This is an optimization exercise on Yosys and OpenROAD, whose aim is small area, a short achievable clock period and few clock cycles per item, not a production implementation. At most, simulation tests tie the RTL to the original design; equivalence was not proved.

== job 2583 ==
Design bitmap_free_slot_finder, start of the top module:
module bitmap_free_slot_finder #(
    parameter int WORD_BITS = WORD_BITS_DEF,
    parameter int NUM_WORDS = NUM_WORDS_DEF
) (
    input  logic                  clk,
    input  logic                  rst_n,
    input  logic                  psel,
    input  logic                  penable,
    input  logic                  pwrite,
    input  logic [CFG_ADDR_W-1:0] paddr,
    input  logic [APB_DATA_W-1:0] pwdata,
    output logic [APB_DATA_W-1:0] prdata,
    output logic                  pready,
    input  logic                  req_valid,
    output logic                  req_ready,
    input  logic [MODE_W-1:0]     req_mode,
    input  logic [SLOT_W-1:0]     req_slot_index,
    input  logic [RUN_W-1:0]      req_run_length,
    output logic                  rsp_valid,
    input  logic                  rsp_ready,
    output logic [STATUS_W-1:0]   rsp_status,
    output logic                  rsp_bit_value,
    output logic [SLOT_W-1:0]     rsp_found_slot
);
Size: about 5300 cells after synthesis, ~1200 flip-flops, about 0.061 sq mm of cells after synthesis.
==> flow/config.mk <==
export PLATFORM = sky130hd
export DESIGN_NAME = bitmap_free_slot_finder
export DESIGN_NICKNAME = bitmap_free_slot_finder
export VERILOG_FILES = /design/flow/design.v
export SDC_FILE = /design/flow/constraint.sdc
export NUM_CORES = 4
export LEC_CHECK = 0
export CAP_MARGIN = 20
export CORE_MARGIN = 2
export CORE_UTILIZATION = 40
export CTS_BUF_LIST = sky130_fd_sc_hd__clkbuf_8
export SLEW_MARGIN = 20
==> flow/constraint.sdc <==
create_clock -name core_clock -period 11.0 [get_ports {clk}]
set_input_delay 2.2000 -clock core_clock [delete_from_list [all_inputs] [get_ports {clk}]]
set_output_delay 2.2000 -clock core_clock [all_outputs]
set_load 0.01 [all_outputs]
standard.sh (not shown) runs the stock make flow with config.mk's settings and CLKGATE_MAP_FILE= SYNTH_SCRIPT=/design/flow/synth_recipe.tcl, a recipe that flattens the netlist after the stock synthesis.
==> flow/flow/run.sh <==
#!/bin/bash
cp standard.sh standard_sh.log
bash standard.sh SETUP_SLACK_MARGIN=6.5 finish > standard.log 2>&1
Testbench counts of job 2583, summed over its fixed seeds: cycles 12,411, items 9,600.
[inputs] job 985 vs job 2583
--- a/flow/design.v
+++ b/flow/design.v
@@ -146,26 +146,24 @@
         assign rd_row = rd[32 * ex_slot[LC-1:5] +: 32];
     end
     logic [CW-1:0] f;
     logic          allfree;
     logic [LC-1:0] lo_occ;       
     logic [LC-1:0] hi_occ;       
     logic [LC:0]   pre;          
     logic [LC-1:0] suf;          
     logic [CW-1:0] g [LC];       
     logic [CW:0]   h [LC+1];     
     logic          hit_a, hit_b, hit, prune, s_done;
     logic          no_run;       
-    logic [CW-1:0] pmask;        
-    logic [CW-1:0] tmask;        
     logic [LC-1:0] pos_b;
     logic [CW-1:0] lo_any [LC+1];
     logic [CW-1:0] hi_any [LC+1];
     logic [CW-1:0] b_any  [LC+1];
     logic [LC-1:0] lo_idx [LC+1][CW];
     logic [LC-1:0] hi_idx [LC+1][CW];
     logic [LC-1:0] b_idx  [LC+1][CW];
     logic [9:0]    found_s;
     always_comb
     begin
         f       = ~cur;
         allfree = (cur == '0);
@@ -215,33 +213,28 @@
         begin
             b_any[l+1] = '0;
             for (int i = 0; i < CW; i++)
                 b_idx[l+1][i] = '0;
             for (int i = 0; i < (CW >> (l + 1)); i++)
             begin
                 b_any[l+1][i] = b_any[l][2*i] | b_any[l][2*i+1];
                 b_idx[l+1][i] = b_any[l][2*i] ? b_idx[l][2*i] : (b_idx[l][2*i+1] | LC'(1 << l));
             end
         end
         hit_b = b_any[LC][0] && ex_lsmall;
         pos_b = b_idx[LC][0];
-        for (int i = 0; i < CW; i++)
-        begin
-            pmask[i] = (11'(i) < need_rem);
-            tmask[i] = ((LC+1)'(i) >= ex_thr);
-        end
-        hit_a  = (need_rem <= 11'(CW)) && ((cur & pmask) == '0);
+        hit_a  = (need_rem <= 11'(pre));
         no_run = ex_none || (ex_len > run_max);
         hit    = !no_run && (hit_a || hit_b);
-        prune  = !allfree && ((qh > 0) || ((qh == 0) && ((cur & tmask) != '0)));
+        prune  = !allfree && ((qh > 0) || ((qh == 0) && ((LC+1)'(hi_occ) >= ex_thr)));
         s_done = no_run || hit || prune;
         found_s = hit_a ? run_start : {cnt, pos_b};
     end
     logic [1:0] res_status;
     logic       res_bit;
     logic [9:0] res_found;
     always_comb
     begin
         res_status = STATUS_OK;
         res_bit    = 1'b0;
         res_found  = '0;
         if (ex_srch)
[summary]
On synthesized area, the lower figure sits with job 985, not job 2583. Looking at number of vias per cell, job 985 sits about 2.2% lower than job 2583 does. Per the comparison of job 985 with job 2583, slack of the critical path now sits lower, fill cell total of the finished layout now sits lower, post-layout minimum cycle time now sits higher, fraction of the yosys area taken by sequential cells now sits higher. Looking at overall via count from detail_route, job 985 sits 4417 below job 2583. Wire length on met1: job 985 vs job 2583 down 6800 um. Arrival time reported for the critical path endpoint, job 2583 and job 985: smaller value in job 2583. Job 985 vs job 2583: HPWL after detailed placement down in job 985. Diff job 2583 -> job 985: finished layout cell area went down.
Testbench counts of job 985, summed over its fixed seeds: cycles 12,411, items 9,600.

== build 22 ==
Another version of the RTL of bitmap_free_slot_finder (not shown whole).
For scale: roughly 4600 cells after synthesis, roughly 1200 flip-flops, ~57000 um2 of cells after synthesis.
==> flow/config.mk <==
export PLATFORM = sky130hd
export DESIGN_NAME = bitmap_free_slot_finder
export DESIGN_NICKNAME = bitmap_free_slot_finder
export VERILOG_FILES = /design/flow/design.v
export SDC_FILE = /design/flow/constraint.sdc
export NUM_CORES = 4
export LEC_CHECK = 0
export CAP_MARGIN = 20
export CORE_MARGIN = 2
export CORE_UTILIZATION = 40
export CTS_BUF_LIST = sky130_fd_sc_hd__clkbuf_8
export SETUP_SLACK_MARGIN = 5
export SLEW_MARGIN = 20
==> flow/constraint.sdc <==
create_clock -name core_clock -period 11.0 [get_ports {clk}]
set_input_delay 2.2000 -clock core_clock [delete_from_list [all_inputs] [get_ports {clk}]]
set_output_delay 2.2000 -clock core_clock [all_outputs]
set_load 0.01 [all_outputs]
run.sh (not shown) runs the stock make flow with config.mk's settings and CLKGATE_MAP_FILE= SYNTH_SCRIPT=/design/flow/synth_recipe.tcl, a recipe that flattens the netlist after the stock synthesis.
Stock flow here: none of the scripts above is used.
Testbench counts of build 22, summed over its fixed seeds: cycles 12,884, items 9,600.
The inputs of trial 46 differ from those of build 22 as listed below.
diff --git a/flow/design.v b/flow/design.v
--- a/flow/design.v
+++ b/flow/design.v
@@ -296,45 +296,20 @@
         for (int r = 0; r < 32; r++)
             map_q[r] <= map_d[r];
     end
     always_ff @(posedge clk or negedge rst_n)
     begin
         if (!rst_n)
             clearing <= 1'b1;
         else
             clearing <= 1'b0;
     end
-    logic [CB-1:0]    cnt_inc;      
-    logic [QW-1:0]    qh_inc;       
-    logic [10-LC:0]   nr_dec;       
-    logic cy_c, cy_q, bw_n;
-    always_comb
-    begin
-        cy_c = 1'b1;
-        for (int i = 0; i < CB; i++)
-        begin
-            cnt_inc[i] = cnt[i] ^ cy_c;
-            cy_c       = cy_c & cnt[i];
-        end
-        cy_q = 1'b1;
-        for (int i = 0; i < QW; i++)
-        begin
-            qh_inc[i] = qh[i] ^ cy_q;
-            cy_q      = cy_q & qh[i];
-        end
-        bw_n = 1'b1;
-        for (int i = 0; i <= 10 - LC; i++)
-        begin
-            nr_dec[i] = need_rem[LC+i] ^ bw_n;
-            bw_n      = bw_n & !need_rem[LC+i];
-        end
-    end
     logic        acc;
     logic        ex_free;
     logic        load_ex;
     logic [2:0]  src_mode;
     logic [9:0]  src_slot;
     logic [10:0] src_run;
     logic [10:0] src_len;
     logic        src_srch;
     logic        src_inr;
     logic [12:0] src_q;          
@@ -381,28 +356,27 @@
             ex_len    <= src_len;
             ex_len_hm1 <= src_len[10:LC] - (11 - LC)'(1);
             ex_lsmall <= (src_len < 11'(CW));
             ex_none   <= (src_len == '0) || (12'(src_len) > 12'({nw, 5'd0}));
             ex_thr    <= (LC+1)'(CW) - (LC+1)'(src_q[LC-1:0]);
             cnt       <= '0;
             need_rem  <= src_len;
             run_start <= '0;
             qh        <= src_q[12:LC];
         end
-        else if (!pend_valid)
+        else if (adv)
         begin
-            cnt <= cnt_inc;
-            qh  <= qh_inc;
+            cnt <= cnt + CB'(1);
+            qh  <= qh + QW'(1);
             if (allfree)
             begin
-                need_rem <= {nr_dec, need_rem[LC-1:0]};
+                need_rem <= need_rem - 11'(CW);
             end
             else
             begin
                 need_rem  <= {(lo_borrow ? ex_len_hm1 : ex_len[10:LC]), lo_diff[LC-1:0]};
-                run_start <= (suf == '0) ? {cnt_inc, LC'(0)} : {cnt, LC'(0) - suf};
+                run_start <= (suf == '0) ? {cnt + CB'(1), LC'(0)} : {cnt, LC'(0) - suf};
             end
         end
-        if (!pend_valid)
-            cur <= adv ? (rd | rd_mask) : (c0_next | c0_mask);
+        cur <= adv ? (rd | rd_mask) : ((ex_valid && !fire) ? cur : (c0_next | c0_mask));
     end
 endmodule
==> run summary <==
- Having completed the whole flow, trial 46 delivered a layout that passed the timing, DRC and antenna checks.
- Of build 22 and trial 46, the run reporting the higher core occupancy in the finished layout was trial 46.
- Measured against trial 46, the count of unique library cells instantiated by Yosys of build 22 comes out at 0.892 times the reference value.
- Diff build 22 -> trial 46: number of vias in the routed layout grew by 3.4%; arrival time at the worst endpoint shrank by 20 ps; met2 track demand over resource grew by 1.3 points.
- A start point of the critical path of ex_len[3] is what trial 46 shows, while ex_srch belongs to build 22.
- Higher worst setup timing slack at the placement stage was reported by build 22, not trial 46.
Only the layout flow was run in trial 46; the RTL was not checked for function there.

== run a ==
Starting RTL as in the previous note.
// bitmap_free_slot_finder
module bitmap_free_slot_finder #(
    parameter int WORD_BITS = WORD_BITS_DEF,
    parameter int NUM_WORDS = NUM_WORDS_DEF
) (
    input  logic                  clk,
    input  logic                  rst_n,
    input  logic                  psel,
    input  logic                  penable,
    input  logic                  pwrite,
    input  logic [CFG_ADDR_W-1:0] paddr,
    input  logic [APB_DATA_W-1:0] pwdata,
    output logic [APB_DATA_W-1:0] prdata,
    output logic                  pready,
    input  logic                  req_valid,
    output logic                  req_ready,
    input  logic [MODE_W-1:0]     req_mode,
    input  logic [SLOT_W-1:0]     req_slot_index,
    input  logic [RUN_W-1:0]      req_run_length,
    output logic                  rsp_valid,
    input  logic                  rsp_ready,
    output logic [STATUS_W-1:0]   rsp_status,
    output logic                  rsp_bit_value,
    output logic [SLOT_W-1:0]     rsp_found_slot
);
==> flow/config.mk <==
export PLATFORM = sky130hd
export DESIGN_NAME = bitmap_free_slot_finder
export DESIGN_NICKNAME = bitmap_free_slot_finder
export VERILOG_FILES = /design/flow/design.v
export SDC_FILE = /design/flow/constraint.sdc
export NUM_CORES = 4
export LEC_CHECK = 0
export CAP_MARGIN = 20
export CORE_MARGIN = 2
export CORE_UTILIZATION = 40
export CTS_BUF_LIST = sky130_fd_sc_hd__clkbuf_8
export SLEW_MARGIN = 20
==> flow/constraint.sdc <==
create_clock -name core_clock -period 11.0 [get_ports {clk}]
set_input_delay 2.2000 -clock core_clock [delete_from_list [all_inputs] [get_ports {clk}]]
set_output_delay 2.2000 -clock core_clock [all_outputs]
set_load 0.01 [all_outputs]
standard.sh (not shown) runs the stock make flow with config.mk's settings and CLKGATE_MAP_FILE= SYNTH_SCRIPT=/design/flow/synth_recipe.tcl, a recipe that flattens the netlist after the stock synthesis.
==> flow/flow/run.sh <==
#!/bin/bash
cp standard.sh standard_sh.log
bash standard.sh SETUP_SLACK_MARGIN=6 finish > standard.log 2>&1
Testbench counts of run a, summed over its fixed seeds: cycles 12,884, items 9,600.
#### Input delta (run b over run a)
--- a/flow/design.v
+++ b/flow/design.v
@@ -298,41 +298,16 @@
     end
     always_ff @(posedge clk or negedge rst_n)
     begin
         if (!rst_n)
             clearing <= 1'b1;
         else
             clearing <= 1'b0;
     end
-    logic [CB-1:0]    cnt_inc;      
-    logic [QW-1:0]    qh_inc;       
-    logic [10-LC:0]   nr_dec;       
-    logic cy_c, cy_q, bw_n;
-    always_comb
-    begin
-        cy_c = 1'b1;
-        for (int i = 0; i < CB; i++)
-        begin
-            cnt_inc[i] = cnt[i] ^ cy_c;
-            cy_c       = cy_c & cnt[i];
-        end
-        cy_q = 1'b1;
-        for (int i = 0; i < QW; i++)
-        begin
-            qh_inc[i] = qh[i] ^ cy_q;
-            cy_q      = cy_q & qh[i];
-        end
-        bw_n = 1'b1;
-        for (int i = 0; i <= 10 - LC; i++)
-        begin
-            nr_dec[i] = need_rem[LC+i] ^ bw_n;
-            bw_n      = bw_n & !need_rem[LC+i];
-        end
-    end
     logic        acc;
     logic        ex_free;
     logic        load_ex;
     logic [2:0]  src_mode;
     logic [9:0]  src_slot;
     logic [10:0] src_run;
     logic [10:0] src_len;
     logic        src_srch;
@@ -383,26 +358,25 @@
             ex_lsmall <= (src_len < 11'(CW));
             ex_none   <= (src_len == '0) || (12'(src_len) > 12'({nw, 5'd0}));
             ex_thr    <= (LC+1)'(CW) - (LC+1)'(src_q[LC-1:0]);
             cnt       <= '0;
             need_rem  <= src_len;
             run_start <= '0;
             qh        <= src_q[12:LC];
         end
-        else if (!pend_valid)
+        else if (adv)
         begin
-            cnt <= cnt_inc;
-            qh  <= qh_inc;
+            cnt <= cnt + CB'(1);
+            qh  <= qh + QW'(1);
             if (allfree)
             begin
-                need_rem <= {nr_dec, need_rem[LC-1:0]};
+                need_rem <= need_rem - 11'(CW);
             end
             else
             begin
                 need_rem  <= {(lo_borrow ? ex_len_hm1 : ex_len[10:LC]), lo_diff[LC-1:0]};
-                run_start <= (suf == '0) ? {cnt_inc, LC'(0)} : {cnt, LC'(0) - suf};
+                run_start <= (suf == '0) ? {cnt + CB'(1), LC'(0)} : {cnt, LC'(0) - suf};
             end
         end
-        if (!pend_valid)
-            cur <= adv ? (rd | rd_mask) : (c0_next | c0_mask);
+        cur <= adv ? (rd | rd_mask) : ((ex_valid && !fire) ? cur : (c0_next | c0_mask));
     end
 endmodule
Results
- Relative to run a, the total met2 wirelength after detailed routing of run b is higher by 4.2 mm.
- Sort run b and run a by routed metal-1 wirelength desc -> top: run b
- Diff run a -> run b: worst path setup slack after routing decreased 780 ps; non-clock inverter instance count of the final layout increased about 13%; sequential cell count essentially unchanged; critical path buffer and inverter count decreased 1.
- Any difference in number of pins with negative max-slew slack in the final report between run b and run a is small enough to ignore.
- Compared to run a, run b has multi-input combinational area share 0.93 points higher.
- Compared with run a, run b degrades fmax.
- The sequential share of layout area of run b falls short of that of run a by 1.9 points.
- Number of nets with antenna violations after routing came out exactly the same in run b and run a.
- Looking at overall global routing resource usage, run b sits below run a.
- Floorplan die area (higher): run b
For run b, only the layout was checked, not whether the RTL still works.

## what the ideal ports hide
The flow's constraints put no driver on any port. The routed layouts listed below were extracted and timed again, unchanged, in two steps.
Step 1 (the two cells are an assumption about what drives the block):
set clk [get_ports {clk}]
set_driving_cell -lib_cell sky130_fd_sc_hd__clkbuf_16 $clk
set_driving_cell -lib_cell sky130_fd_sc_hd__buf_2 [delete_from_list [all_inputs] $clk]
Step 2 times the ports against the registers' clock, not the clock port: input delays grow and output delays shrink by t, the midpoint of the rising clock arrivals with the driver on.
Three values: ideal, step 1, step 2; two values: the first two.
| run | shift t [ns] | setup slack, ns | worst setup path after step 2 |
|---|---|---|---|
| job 2583 | 1.034 | 6.157 / 6.139 / 5.560 | input to register |
| job 985 | 1.016 | 5.888 / 5.888 / 5.492 | input to register |
| build 22 | 0.997 | 4.958 / 4.958 / 4.958 | register to register |
| trial 46 | 1.000 | 4.909 / 4.909 / 4.909 | register to register |
| run a | 0.983 | 5.866 / 5.866 / 5.324 | input to register |
| run b | 0.997 | 5.083 / 5.083 / 5.083 | register to register |
After both steps every run listed still meets setup and hold. For job 2583, which loses most, drivers alone change the setup slack by -0.018 ns; drivers and shift together by -0.597 ns.
